This is an optimization exercise on Yosys and OpenROAD, whose aim is a short achievable clock period and few clock cycles, not a production implementation.
In this exercise RTL edits were held to simulation tests only and were not proved equivalent to the original.
Power and IR drop assume default switching activity.

## run.sh

```bash
#!/bin/bash
# synth_recipe.tcl (not shown) runs the flow's synth.tcl, then flattens the netlist and writes it again
# the make line also repeats each setting of config.mk as NAME=value (left out here)
make -C /OpenROAD-flow-scripts/flow DESIGN_CONFIG=/design/flow/config.mk WORK_HOME=/design/flow/orfs CLKGATE_MAP_FILE= SYNTH_SCRIPT=/design/flow/synth_recipe.tcl finish
```

## config.mk

```make
export PLATFORM = sky130hd
export DESIGN_NAME = pipeCpu
export DESIGN_NICKNAME = pipeCpu
export VERILOG_FILES = /design/flow/design.v
export SDC_FILE = /design/flow/constraint.sdc
export NUM_CORES = 4
export LEC_CHECK = 0
export CAP_MARGIN = 20
export CORE_MARGIN = 2
export CORE_UTILIZATION = 40
export PLACE_DENSITY = 0.6
export SLEW_MARGIN = 20
```

## constraint.sdc

```tcl
create_clock -name core_clock -period 7.0 [get_ports {clk}]
set_input_delay 1.4000 -clock core_clock [delete_from_list [all_inputs] [get_ports {clk}]]
set_output_delay 1.4000 -clock core_clock [all_outputs]
set_load 0.01 [all_outputs]
```

## design.v

```verilog
package mipsIsaPkg;
    localparam int WORD_W = 32;
    localparam int REG_W = 5;
    localparam logic [WORD_W-1:0] RESET_PC = '0;
    typedef enum logic [5:0] {
        OP_RTYPE = 6'h00,
        OP_J     = 6'h02,
        OP_BEQ   = 6'h04,
        OP_BNE   = 6'h05,
        OP_ADDIU = 6'h09,
        OP_ORI   = 6'h0d,
        OP_LUI   = 6'h0f,
        OP_LW    = 6'h23,
        OP_SW    = 6'h2b
    } opcodeE;
    typedef enum logic [5:0] {
        FN_ADDU = 6'h21,
        FN_SUBU = 6'h23,
        FN_AND  = 6'h24,
        FN_OR   = 6'h25,
        FN_SLT  = 6'h2a
    } functE;
    typedef struct packed {
        opcodeE           opcode;
        logic [REG_W-1:0] rs;
        logic [REG_W-1:0] rt;
        logic [REG_W-1:0] rd;
        logic [4:0]       shamt;
        functE            funct;
    } instT;
endpackage
package pipeCtrlPkg;
    typedef enum logic [2:0] {
        ALU_ADD,
        ALU_SUB,
        ALU_AND,
        ALU_OR,
        ALU_SLT,
        ALU_LUI
    } aluOpE;
    typedef enum logic [1:0] {
        FWD_NONE,
        FWD_FROM_MEM,
        FWD_FROM_WB
    } fwdSelE;
    typedef struct packed {
        logic              valid;
        logic [31:0] pcPlus4;
        logic [4:0]  rs;
        logic [4:0]  rt;
        logic [31:0] rsData;
        logic [31:0] rtData;
        logic [31:0] imm;
        logic [31:0] jumpTarget;
        aluOpE             aluOp;
        logic              useImm;
        logic              memRead;
        logic              memWrite;
        logic              isBranch;
        logic              branchNe;
        logic              isJump;
        logic [4:0]  writeReg;
        logic              regWrite;
    } decodeT;
    typedef struct packed {
        logic              valid;
        logic [31:0] aluOut;
        logic [31:0] storeData;
        logic [4:0]  writeReg;
        logic              regWrite;
        logic              memRead;
        logic              memWrite;
    } memT;
    typedef struct packed {
        logic              valid;
        logic [31:0] aluOut;
        logic [31:0] loadData;
        logic              memRead;
        logic [4:0]  writeReg;
        logic              regWrite;
    } wbT;
endpackage
`timescale 1ns/1ps
import mipsIsaPkg::*;
module registerFile (
    input  logic                          clk,
    input  logic                          rstN,
    input  logic [mipsIsaPkg::REG_W-1:0]  readReg1,
    input  logic [mipsIsaPkg::REG_W-1:0]  readReg2,
    input  logic [mipsIsaPkg::REG_W-1:0]  writeReg,
    input  logic [mipsIsaPkg::WORD_W-1:0] writeData,
    input  logic                          regWrite,
    output logic [mipsIsaPkg::WORD_W-1:0] readData1,
    output logic [mipsIsaPkg::WORD_W-1:0] readData2
);
    logic [WORD_W-1:0] regs [32];
    always_ff @(posedge clk) begin
        if (regWrite && writeReg != '0) begin
            regs[writeReg] <= writeData;
        end
    end
    function automatic logic [WORD_W-1:0] readPort(logic [REG_W-1:0] idx,
                                                   logic [WORD_W-1:0] stored);
        if (idx == '0) begin
            readPort = '0;
        end else begin
            readPort = (regWrite && writeReg == idx) ? writeData : stored;
        end
    endfunction
    always_comb begin
        readData1 = readPort(readReg1, regs[readReg1]);
    end
    always_comb begin
        readData2 = readPort(readReg2, regs[readReg2]);
    end
endmodule
`timescale 1ns/1ps
import mipsIsaPkg::*;
import pipeCtrlPkg::*;
module instDecode (
    input  logic                          clk,
    input  logic                          rstN,
    input  mipsIsaPkg::instT              inst,
    input  logic [mipsIsaPkg::WORD_W-1:0] pcPlus4,
    input  logic                          stall,
    input  logic                          flush,
    output logic [mipsIsaPkg::REG_W-1:0]  readReg1,
    output logic [mipsIsaPkg::REG_W-1:0]  readReg2,
    input  logic [mipsIsaPkg::WORD_W-1:0] readData1,
    input  logic [mipsIsaPkg::WORD_W-1:0] readData2,
    output logic [mipsIsaPkg::REG_W-1:0]  idRs,
    output logic [mipsIsaPkg::REG_W-1:0]  idRt,
    output logic                          idLoadUse,
    output pipeCtrlPkg::decodeT           decoded
);
    mipsIsaPkg::instT              ifInst;
    logic [WORD_W-1:0] ifPcPlus4;
    logic              ifValid;
    pipeCtrlPkg::decodeT            dec;
    logic              known;
    logic              readsRs;
    logic              readsRt;
    always_ff @(posedge clk or negedge rstN) begin
        if (!rstN) begin
            ifValid   <= 1'b0;
            ifInst    <= '0;
            ifPcPlus4 <= '0;
        end else if (flush) begin
            ifValid <= 1'b0;
        end else if (!stall) begin
            ifValid   <= 1'b1;
            ifInst    <= inst;
            ifPcPlus4 <= pcPlus4;
        end
    end
    assign readReg1 = ifInst.rs;
    assign readReg2 = ifInst.rt;
    always_comb begin
        dec          = '0;
        known        = 1'b1;
        readsRs      = 1'b1;
        readsRt      = 1'b0;
        dec.aluOp    = ALU_ADD;
        dec.writeReg = ifInst.rt;
        dec.imm      = {{(WORD_W-16){ifInst[15]}}, ifInst[15:0]};
        case (ifInst.opcode)
            OP_RTYPE: begin
                readsRt      = 1'b1;
                dec.regWrite = 1'b1;
                dec.writeReg = ifInst.rd;
                case (ifInst.funct)
                    FN_ADDU: dec.aluOp = ALU_ADD;
                    FN_SUBU: dec.aluOp = ALU_SUB;
                    FN_AND:  dec.aluOp = ALU_AND;
                    FN_OR:   dec.aluOp = ALU_OR;
                    FN_SLT:  dec.aluOp = ALU_SLT;
                    default: known = 1'b0;
                endcase
            end
            OP_ADDIU: begin
                dec.useImm   = 1'b1;
                dec.regWrite = 1'b1;
            end
            OP_ORI: begin
                dec.aluOp    = ALU_OR;
                dec.useImm   = 1'b1;
                dec.regWrite = 1'b1;
                dec.imm      = {{(WORD_W-16){1'b0}}, ifInst[15:0]};
            end
            OP_LUI: begin
                readsRs      = 1'b0;
                dec.aluOp    = ALU_LUI;
                dec.useImm   = 1'b1;
                dec.regWrite = 1'b1;
            end
            OP_LW: begin
                dec.useImm   = 1'b1;
                dec.memRead  = 1'b1;
                dec.regWrite = 1'b1;
            end
            OP_SW: begin
                readsRt      = 1'b1;
                dec.useImm   = 1'b1;
                dec.memWrite = 1'b1;
            end
            OP_BEQ, OP_BNE: begin
                readsRt      = 1'b1;
                dec.isBranch = 1'b1;
                dec.branchNe = (ifInst.opcode == OP_BNE);
            end
            OP_J: begin
                readsRs    = 1'b0;
                dec.isJump = 1'b1;
            end
            default: known = 1'b0;
        endcase
        idRs = (ifValid && known && readsRs) ? ifInst.rs : '0;
        idRt = (ifValid && known && readsRt) ? ifInst.rt : '0;
        dec.valid      = ifValid && known;
        dec.regWrite   = dec.regWrite && (dec.writeReg != '0);
        dec.pcPlus4    = ifPcPlus4;
        dec.rs         = idRs;
        dec.rt         = idRt;
        dec.rsData     = readData1;
        dec.rtData     = readData2;
        dec.jumpTarget = {ifPcPlus4[WORD_W-1:28], ifInst[25:0], 2'b00};
        if (!dec.valid) begin
            dec = '0;
        end
    end
    always_ff @(posedge clk or negedge rstN) begin
        if (!rstN) begin
            decoded <= '0;
        end else if (stall || flush) begin
            decoded <= '0;
        end else begin
            decoded <= dec;
        end
    end
    assign idLoadUse = decoded.valid && decoded.memRead;
endmodule
`timescale 1ns/1ps
import mipsIsaPkg::*;
import pipeCtrlPkg::*;
module hazardUnit (
    input  pipeCtrlPkg::decodeT          decoded,
    input  logic [mipsIsaPkg::REG_W-1:0] idRs,
    input  logic [mipsIsaPkg::REG_W-1:0] idRt,
    input  pipeCtrlPkg::memT             memStage,
    input  pipeCtrlPkg::wbT              wbStage,
    output pipeCtrlPkg::fwdSelE          rsSel,
    output pipeCtrlPkg::fwdSelE          rtSel,
    output logic                         stall
);
    logic loadInEx;
    function automatic pipeCtrlPkg::fwdSelE pickSource(logic [REG_W-1:0] src, pipeCtrlPkg::memT m, pipeCtrlPkg::wbT w);
        pipeCtrlPkg::fwdSelE sel;
        sel = FWD_NONE;
        if (src != '0 && w.valid && w.regWrite && w.writeReg == src) begin
            sel = FWD_FROM_WB;
        end
        if (src != '0 && m.valid && m.regWrite && m.writeReg == src) begin
            sel = FWD_FROM_MEM;
        end
        pickSource = sel;
    endfunction
    assign rsSel = pickSource(decoded.rs, memStage, wbStage);
    assign rtSel = pickSource(decoded.rt, memStage, wbStage);
    assign loadInEx = decoded.valid && decoded.memRead && decoded.regWrite;
    assign stall = loadInEx && decoded.writeReg != '0
                   && (decoded.writeReg == idRs || decoded.writeReg == idRt);
endmodule
`timescale 1ns/1ps
import mipsIsaPkg::*;
import pipeCtrlPkg::*;
module execute (
    input  logic                          clk,
    input  logic                          rstN,
    input  pipeCtrlPkg::decodeT           decoded,
    input  pipeCtrlPkg::fwdSelE           rsSel,
    input  pipeCtrlPkg::fwdSelE           rtSel,
    input  logic [mipsIsaPkg::WORD_W-1:0] memFwd,
    input  logic [mipsIsaPkg::WORD_W-1:0] wbFwd,
    output logic                          taken,
    output logic [mipsIsaPkg::WORD_W-1:0] target,
    output pipeCtrlPkg::memT              memStage
);
    logic [WORD_W-1:0] rsVal;
    logic [WORD_W-1:0] rtVal;
    logic [WORD_W-1:0] opB;
    logic [WORD_W-1:0] aluOut;
    logic              equal;
    function automatic logic [WORD_W-1:0] pickOperand(pipeCtrlPkg::fwdSelE sel,
                                                      logic [WORD_W-1:0] regVal,
                                                      logic [WORD_W-1:0] memVal,
                                                      logic [WORD_W-1:0] wbVal);
        case (sel)
            FWD_FROM_MEM: pickOperand = memVal;
            FWD_FROM_WB:  pickOperand = wbVal;
            default:      pickOperand = regVal;
        endcase
    endfunction
    assign rsVal = pickOperand(rsSel, decoded.rsData, memFwd, wbFwd);
    assign rtVal = pickOperand(rtSel, decoded.rtData, memFwd, wbFwd);
    assign opB   = decoded.useImm ? decoded.imm : rtVal;
    always_comb begin
        case (decoded.aluOp)
            ALU_SUB: aluOut = rsVal - opB;
            ALU_AND: aluOut = rsVal & opB;
            ALU_OR:  aluOut = rsVal | opB;
            ALU_SLT: aluOut = {{(WORD_W-1){1'b0}}, $signed(rsVal) < $signed(opB)};
            ALU_LUI: aluOut = {opB[15:0], {(WORD_W-16){1'b0}}};
            default: aluOut = rsVal + opB;
        endcase
    end
    assign equal  = (rsVal == rtVal);
    assign taken  = decoded.valid
                    && (decoded.isJump || (decoded.isBranch && (equal ^ decoded.branchNe)));
    assign target = decoded.isJump ? decoded.jumpTarget
                    : decoded.pcPlus4 + {decoded.imm[WORD_W-3:0], 2'b00};
    always_ff @(posedge clk or negedge rstN) begin
        if (!rstN) begin
            memStage <= '0;
        end else begin
            memStage.valid     <= decoded.valid;
            memStage.aluOut    <= aluOut;
            memStage.storeData <= rtVal;
            memStage.writeReg  <= decoded.writeReg;
            memStage.regWrite  <= decoded.valid && decoded.regWrite;
            memStage.memRead   <= decoded.valid && decoded.memRead;
            memStage.memWrite  <= decoded.valid && decoded.memWrite;
        end
    end
endmodule
`timescale 1ns/1ps
import pipeCtrlPkg::*;
module resultStage (
    input  logic                          clk,
    input  logic                          rstN,
    input  pipeCtrlPkg::memT              memStage,
    input  logic [mipsIsaPkg::WORD_W-1:0] readMemData,
    output logic [mipsIsaPkg::REG_W-1:0]  writeReg,
    output logic [mipsIsaPkg::WORD_W-1:0] writeData,
    output logic                          regWrite
);
    pipeCtrlPkg::wbT wbStage;
    always_ff @(posedge clk or negedge rstN) begin
        if (!rstN) begin
            wbStage <= '0;
        end else begin
            wbStage.valid    <= memStage.valid;
            wbStage.aluOut   <= memStage.aluOut;
            wbStage.loadData <= readMemData;
            wbStage.memRead  <= memStage.memRead;
            wbStage.writeReg <= memStage.writeReg;
            wbStage.regWrite <= memStage.regWrite;
        end
    end
    assign writeData = wbStage.memRead ? wbStage.loadData : wbStage.aluOut;
    assign writeReg  = wbStage.writeReg;
    assign regWrite  = wbStage.valid && wbStage.regWrite;
endmodule
`timescale 1ns/1ps
import mipsIsaPkg::*;
import pipeCtrlPkg::*;
module pipeCpu (
    input  logic                          clk,
    input  logic                          rstN,
    output logic [mipsIsaPkg::WORD_W-1:0] pc,
    input  logic [mipsIsaPkg::WORD_W-1:0] inst,
    output logic [mipsIsaPkg::WORD_W-1:0] dataAddress,
    output logic [mipsIsaPkg::WORD_W-1:0] writeMemData,
    output logic                          memRead,
    output logic                          memWrite,
    input  logic [mipsIsaPkg::WORD_W-1:0] readMemData
);
    logic [WORD_W-1:0] pcPlus4;
    logic [WORD_W-1:0] target;
    logic              taken;
    logic              stall;
    logic [REG_W-1:0]  readReg1;
    logic [REG_W-1:0]  readReg2;
    logic [WORD_W-1:0] readData1;
    logic [WORD_W-1:0] readData2;
    logic [REG_W-1:0]  idRs;
    logic [REG_W-1:0]  idRt;
    logic              idLoadUse;
    pipeCtrlPkg::decodeT            decoded;
    pipeCtrlPkg::fwdSelE            rsSel;
    pipeCtrlPkg::fwdSelE            rtSel;
    pipeCtrlPkg::memT               memStage;
    pipeCtrlPkg::wbT                wbView;
    logic [REG_W-1:0]  wbWriteReg;
    logic [WORD_W-1:0] wbWriteData;
    logic              wbRegWrite;
    assign pcPlus4 = pc + 32'd4;
    always_ff @(posedge clk or negedge rstN) begin
        if (!rstN) begin
            pc <= RESET_PC;
        end else if (taken) begin
            pc <= target;
        end else if (!stall) begin
            pc <= pcPlus4;
        end
    end
    registerFile u_registerFile (
        .clk       (clk),
        .rstN      (rstN),
        .readReg1  (readReg1),
        .readReg2  (readReg2),
        .writeReg  (wbWriteReg),
        .writeData (wbWriteData),
        .regWrite  (wbRegWrite),
        .readData1 (readData1),
        .readData2 (readData2)
    );
    instDecode u_instDecode (
        .clk       (clk),
        .rstN      (rstN),
        .inst      (inst),
        .pcPlus4   (pcPlus4),
        .stall     (stall),
        .flush     (taken),
        .readReg1  (readReg1),
        .readReg2  (readReg2),
        .readData1 (readData1),
        .readData2 (readData2),
        .idRs      (idRs),
        .idRt      (idRt),
        .idLoadUse (idLoadUse),
        .decoded   (decoded)
    );
    assign wbView.valid    = wbRegWrite;
    assign wbView.aluOut   = wbWriteData;
    assign wbView.loadData = wbWriteData;
    assign wbView.memRead  = 1'b0;
    assign wbView.writeReg = wbWriteReg;
    assign wbView.regWrite = wbRegWrite;
    hazardUnit u_hazardUnit (
        .decoded  (decoded),
        .idRs     (idRs),
        .idRt     (idRt),
        .memStage (memStage),
        .wbStage  (wbView),
        .rsSel    (rsSel),
        .rtSel    (rtSel),
        .stall    (stall)
    );
    execute u_execute (
        .clk      (clk),
        .rstN     (rstN),
        .decoded  (decoded),
        .rsSel    (rsSel),
        .rtSel    (rtSel),
        .memFwd   (memStage.aluOut),
        .wbFwd    (wbWriteData),
        .taken    (taken),
        .target   (target),
        .memStage (memStage)
    );
    assign dataAddress  = memStage.aluOut;
    assign writeMemData = memStage.storeData;
    assign memRead      = memStage.memRead;
    assign memWrite     = memStage.memWrite;
    resultStage u_resultStage (
        .clk         (clk),
        .rstN        (rstN),
        .memStage    (memStage),
        .readMemData (readMemData),
        .writeReg    (wbWriteReg),
        .writeData   (wbWriteData),
        .regWrite    (wbRegWrite)
    );
endmodule
```

==> impl_metrics.yaml <==
run_status:
  status: "timing/DRC/antenna clean"
detailed_routing:
  avgViaCountPerCell: 6.172
  drt_iter0_drc: 5825
  ant_nets: 0
  drt-total-wl_microns: 221300
  drc: 0
  firstDrtPassIters: 6
  vias: 45330
  routedWlPerCell_microns: 30.13
timing:
  finalSetupViolCount: 0
  relSlewSlack_pct: 25.50
  worst_pin_slew_ps: 1115
  max_freq_mhz: 153.4
  setup_tns_ps: 0
  period_share_pct: 93.12
  rsz0062_at_grt: "no"
  hold_violations: 0
  drv_slew: 0
  fin_crit_ps: 6519
  fin_skew_ps: 28.73
synth:
  ys.flop_type: "edfxtp_1"
  synth_warnings: 6
  synthTopCellsByCount: "edfxtp_1 (1024), mux4_2 (596), dfrtp_1 (391)"
  syn_avg_cell_area_sq_um: 14.87
  synth.most_common_cell: "edfxtp_1"
  syn_area_sq_um: 71620
  ys_seq_area_share_pct: 56.59
  postSynthCellCount: 4815
  synth_cell_type_count: 91
  synth_edf_count: 1024
  yosysTopAreaCellShare_pct: 42.93
  synth_top_area_cell: "edfxtp_1"
  async_flop_share_pct: 27.63
  ys_top_cells_by_area: "edfxtp_1 (43%), mux4_2 (19%), dfrtp_1 (14%)"
  ys_ff_latch: 1415
pwr:
  pwr-share-comb_pct: 9.9
  p_seq_share_pct: 48.5
  p_clk_share_pct: 41.6
  p_per_area_nw_per_um2: 240.3
  ir_drop_mv: 0.2669
  p_sw_mw: 4.787
  switching_share_pct: 24.66
  p_leak_nw: 28.44
  p_int_mw: 14.62
critical_path:
  required_ps: 7700
  cp-startpoint: "u_resultStage.wbStage[2]$_DFF_PN0_"
  cp_max_fo: 10
  cp.arrival_ps: 7220
  reg2reg_from: "u_resultStage.wbStage[2]$_DFF_PN0_"
  worstSetupEndpointType: "flop"
  path_class: "flop to flop"
  start_kind: "flop"
place:
  dp_hpwl_microns: 134800
  port_buffers: 163
  gp_congestion: 0.9074
grt:
  use_met2_pct: 37.84
  grt.met1_usage_pct: 33.36
  gr-usage-met3_pct: 4.620
  grt_pass1_wl_microns: 316700
  overflow: 0
  grt_max_degree: 162
  busiest_layer: "met2"
  grt_antenna_before_repair: 6
  grtUsageTotal_pct: 24.06
  grt_pass1_vias: 44630
die:
  ios: 164
  die_x_microns: 427.1
  start_util_pct: 40.19
  num_rows: 155
  die_h_microns: 427.1
  die_area_sq_um: 182500
  core_sq_um: 178200
clocking:
  cts_buffers: 152
  path_clk_slew_ps: 60
  tritoncts: "built"
  insertion_delay_ps: 810
  cts-root-buf: "clkbuf_16"
  clockBufferDepth: 3
  cts_max_level: 4
  cts_sinks: 1415
flow_run:
  drv_cap: 0
final_layout:
  utilization_pct: 45.31
  syn2layout_area_growth_pct: 12.74
  layout-drive-gt1-share_pct: 21.96
  n_antenna_cell: 0
  nNetsFinal: 5058
min_path:
  hold_path.class: "flop to flop"
  holdCritStartpoint: "u_execute.memStage[2]$_DFF_PN0_"
-- logic make-up after synthesis --
family	count (synthesis)	share of synthesized area (%)
buf+inv	522	3.248
fa+ha+maj	123	2.159
other cells	1	0.005236
compound gates	836	7.561
xor+xnor	155	1.906
mux	852	22.46
flops	1415	56.59
simple gates	911	6.064
-- through the flow --
stage	setup WS, ps	total power, mW	instance area, sq um	hold slack [ps]	instances
2_1_floorplan	1185	10.75	71740	366.0	4846
3_3_place_gp	445.2	11.48	75790	447.3	7070
3_5_place_dp	200.4	11.49	75790	435.5	7070
4_1_cts	181.0	19.53	80740	448.0	7345
5_1_grt	69.60	20.03	80750	449.3	7345
6_report	481.3	19.41	80750	442.5	7345
-- worst max-delay path, cell delays in order (launching register included) --
cell and delay [ps]:
dfrtp_1 540, inv_2 120, a221oi_4 370, and4_2 520, mux2i_1 220, o21ai_0 430
mux2_2 270, inv_1 60, ha_1 220, or4_1 530, o2111ai_1 330, nand2_1 200
o311ai_1 480, nand2_1 220, a211oi_2 420, a2111oi_1 240, o41ai_1 590, nor4_1 150
o31a_1 320, o22a_1 170
-- state kept, by name (all words and copies together), names as in the netlist --
name	flops
u_instDecode.ifValid	1
u_instDecode.ifInst	32
u_instDecode.ifPcPlus4	32
u_execute.memStage	73
u_resultStage.wbStage	72
pc	32
u_registerFile.regs	1024
u_instDecode.decoded	149
-- cell usage in the layout, fill, tap and decap left out, types with 20 or more instances in the layout --
master              n
edfxtp_1         1024
mux4_2            596
dfrtp_1           379
nand2_1           321
o21ai_0           243
a21oi_1           178
mux2i_1           174
clkdlybuf4s50_1   162
clkbuf_16         155
nor2_1            154
ha_1              122
inv_1             113
xnor2_1            96
nor3_1             94
buf_4              92
mux2_2             82
and2_1             72
a211oi_1           72
xor2_1             58
nor2b_1            56
o22ai_1            38
nand3_1            37
a22oi_1            32
conb_1             32
clkbuf_1           31
o221ai_1           30
and3_1             29
a31oi_1            29
nor2_4             29
a221o_1            27
o21a_1             26
a21o_1             24
clkinv_2           24
clkinv_1           23
nand2b_1           20
-- per-layer routing --
layer	vias up	share of wire (%)
met5	-	0
met4	0	3.6
li1	19020	-
met1	23770	41
met3	344	8.5
met2	2194	47
-- final cells by class --
cell class                 count  area (sq um)
timing repair buffer         271          2648
multi-input combinational   2909         29180
inverter                     120         454.2
sequential                  1415         40570
clock inverter                81         848.3
tap                         2355          2947
clock buffer                 194          4105
fill                       15470         97480
-- power groups by stage --
stage | clock, mW | combinational, mW | sequential [mW]
6_report | 8.07 | 1.93 | 9.42
5_1_grt | 8.54 | 2.07 | 9.42
4_1_cts | 8.20 | 1.91 | 9.41
3_5_place_dp | 0 | 1.91 | 9.58
3_3_place_gp | 0 | 1.89 | 9.58
2_1_floorplan | 0 | 1.28 | 9.47
-- final timing paths --
kind                                                        to  slack, ps  cells past startpoint
setup / recovery              u_execute.memStage[65]$_DFF_PN0_        480                     19
hold / removal              u_resultStage.wbStage[0]$_DFF_PN0_        440                      0
setup reg to reg              u_execute.memStage[65]$_DFF_PN0_        480                     19
hold reg to reg             u_resultStage.wbStage[0]$_DFF_PN0_        440                      0
max in group asynchronous  u_instDecode.ifInst[17]$_DFFE_PN0P_       4890                      2
min in group asynchronous     u_execute.memStage[36]$_DFF_PN0_        530                      1
-- what timing repair did --
action	in CTS	in global routing
resized for setup	0	2
setup endpoints to repair	0	7
buffers inserted	0	0
hold buffers	0	0
Testbench counts, summed over its fixed seeds: cycles 16,977.

==> port drivers added, routing unchanged <==
How much do the figures lean on ideal ports? The routed layout below was timed once more, with nothing changed but the port constraints.
Step 1, drivers: a clkbuf_16 drives clk and a buf_2 each remaining input, both assumed.
Step 2, shift: input delay + t, output delay - t, t = (earliest + latest rising clock arrival at the registers) / 2. This alone moves slack from input paths to output paths.
Three values: ideal, step 1, step 2; two values: the first two.
t (ns): 0.873
slack for setup (ns): 0.481 / 0.481 / 0.481
worst data-port slew with drivers (ns): 0.07
After both steps setup and hold are still met in this run. The setup slack of this run moves by 0.000 ns with the drivers and by 0.000 ns with both steps.
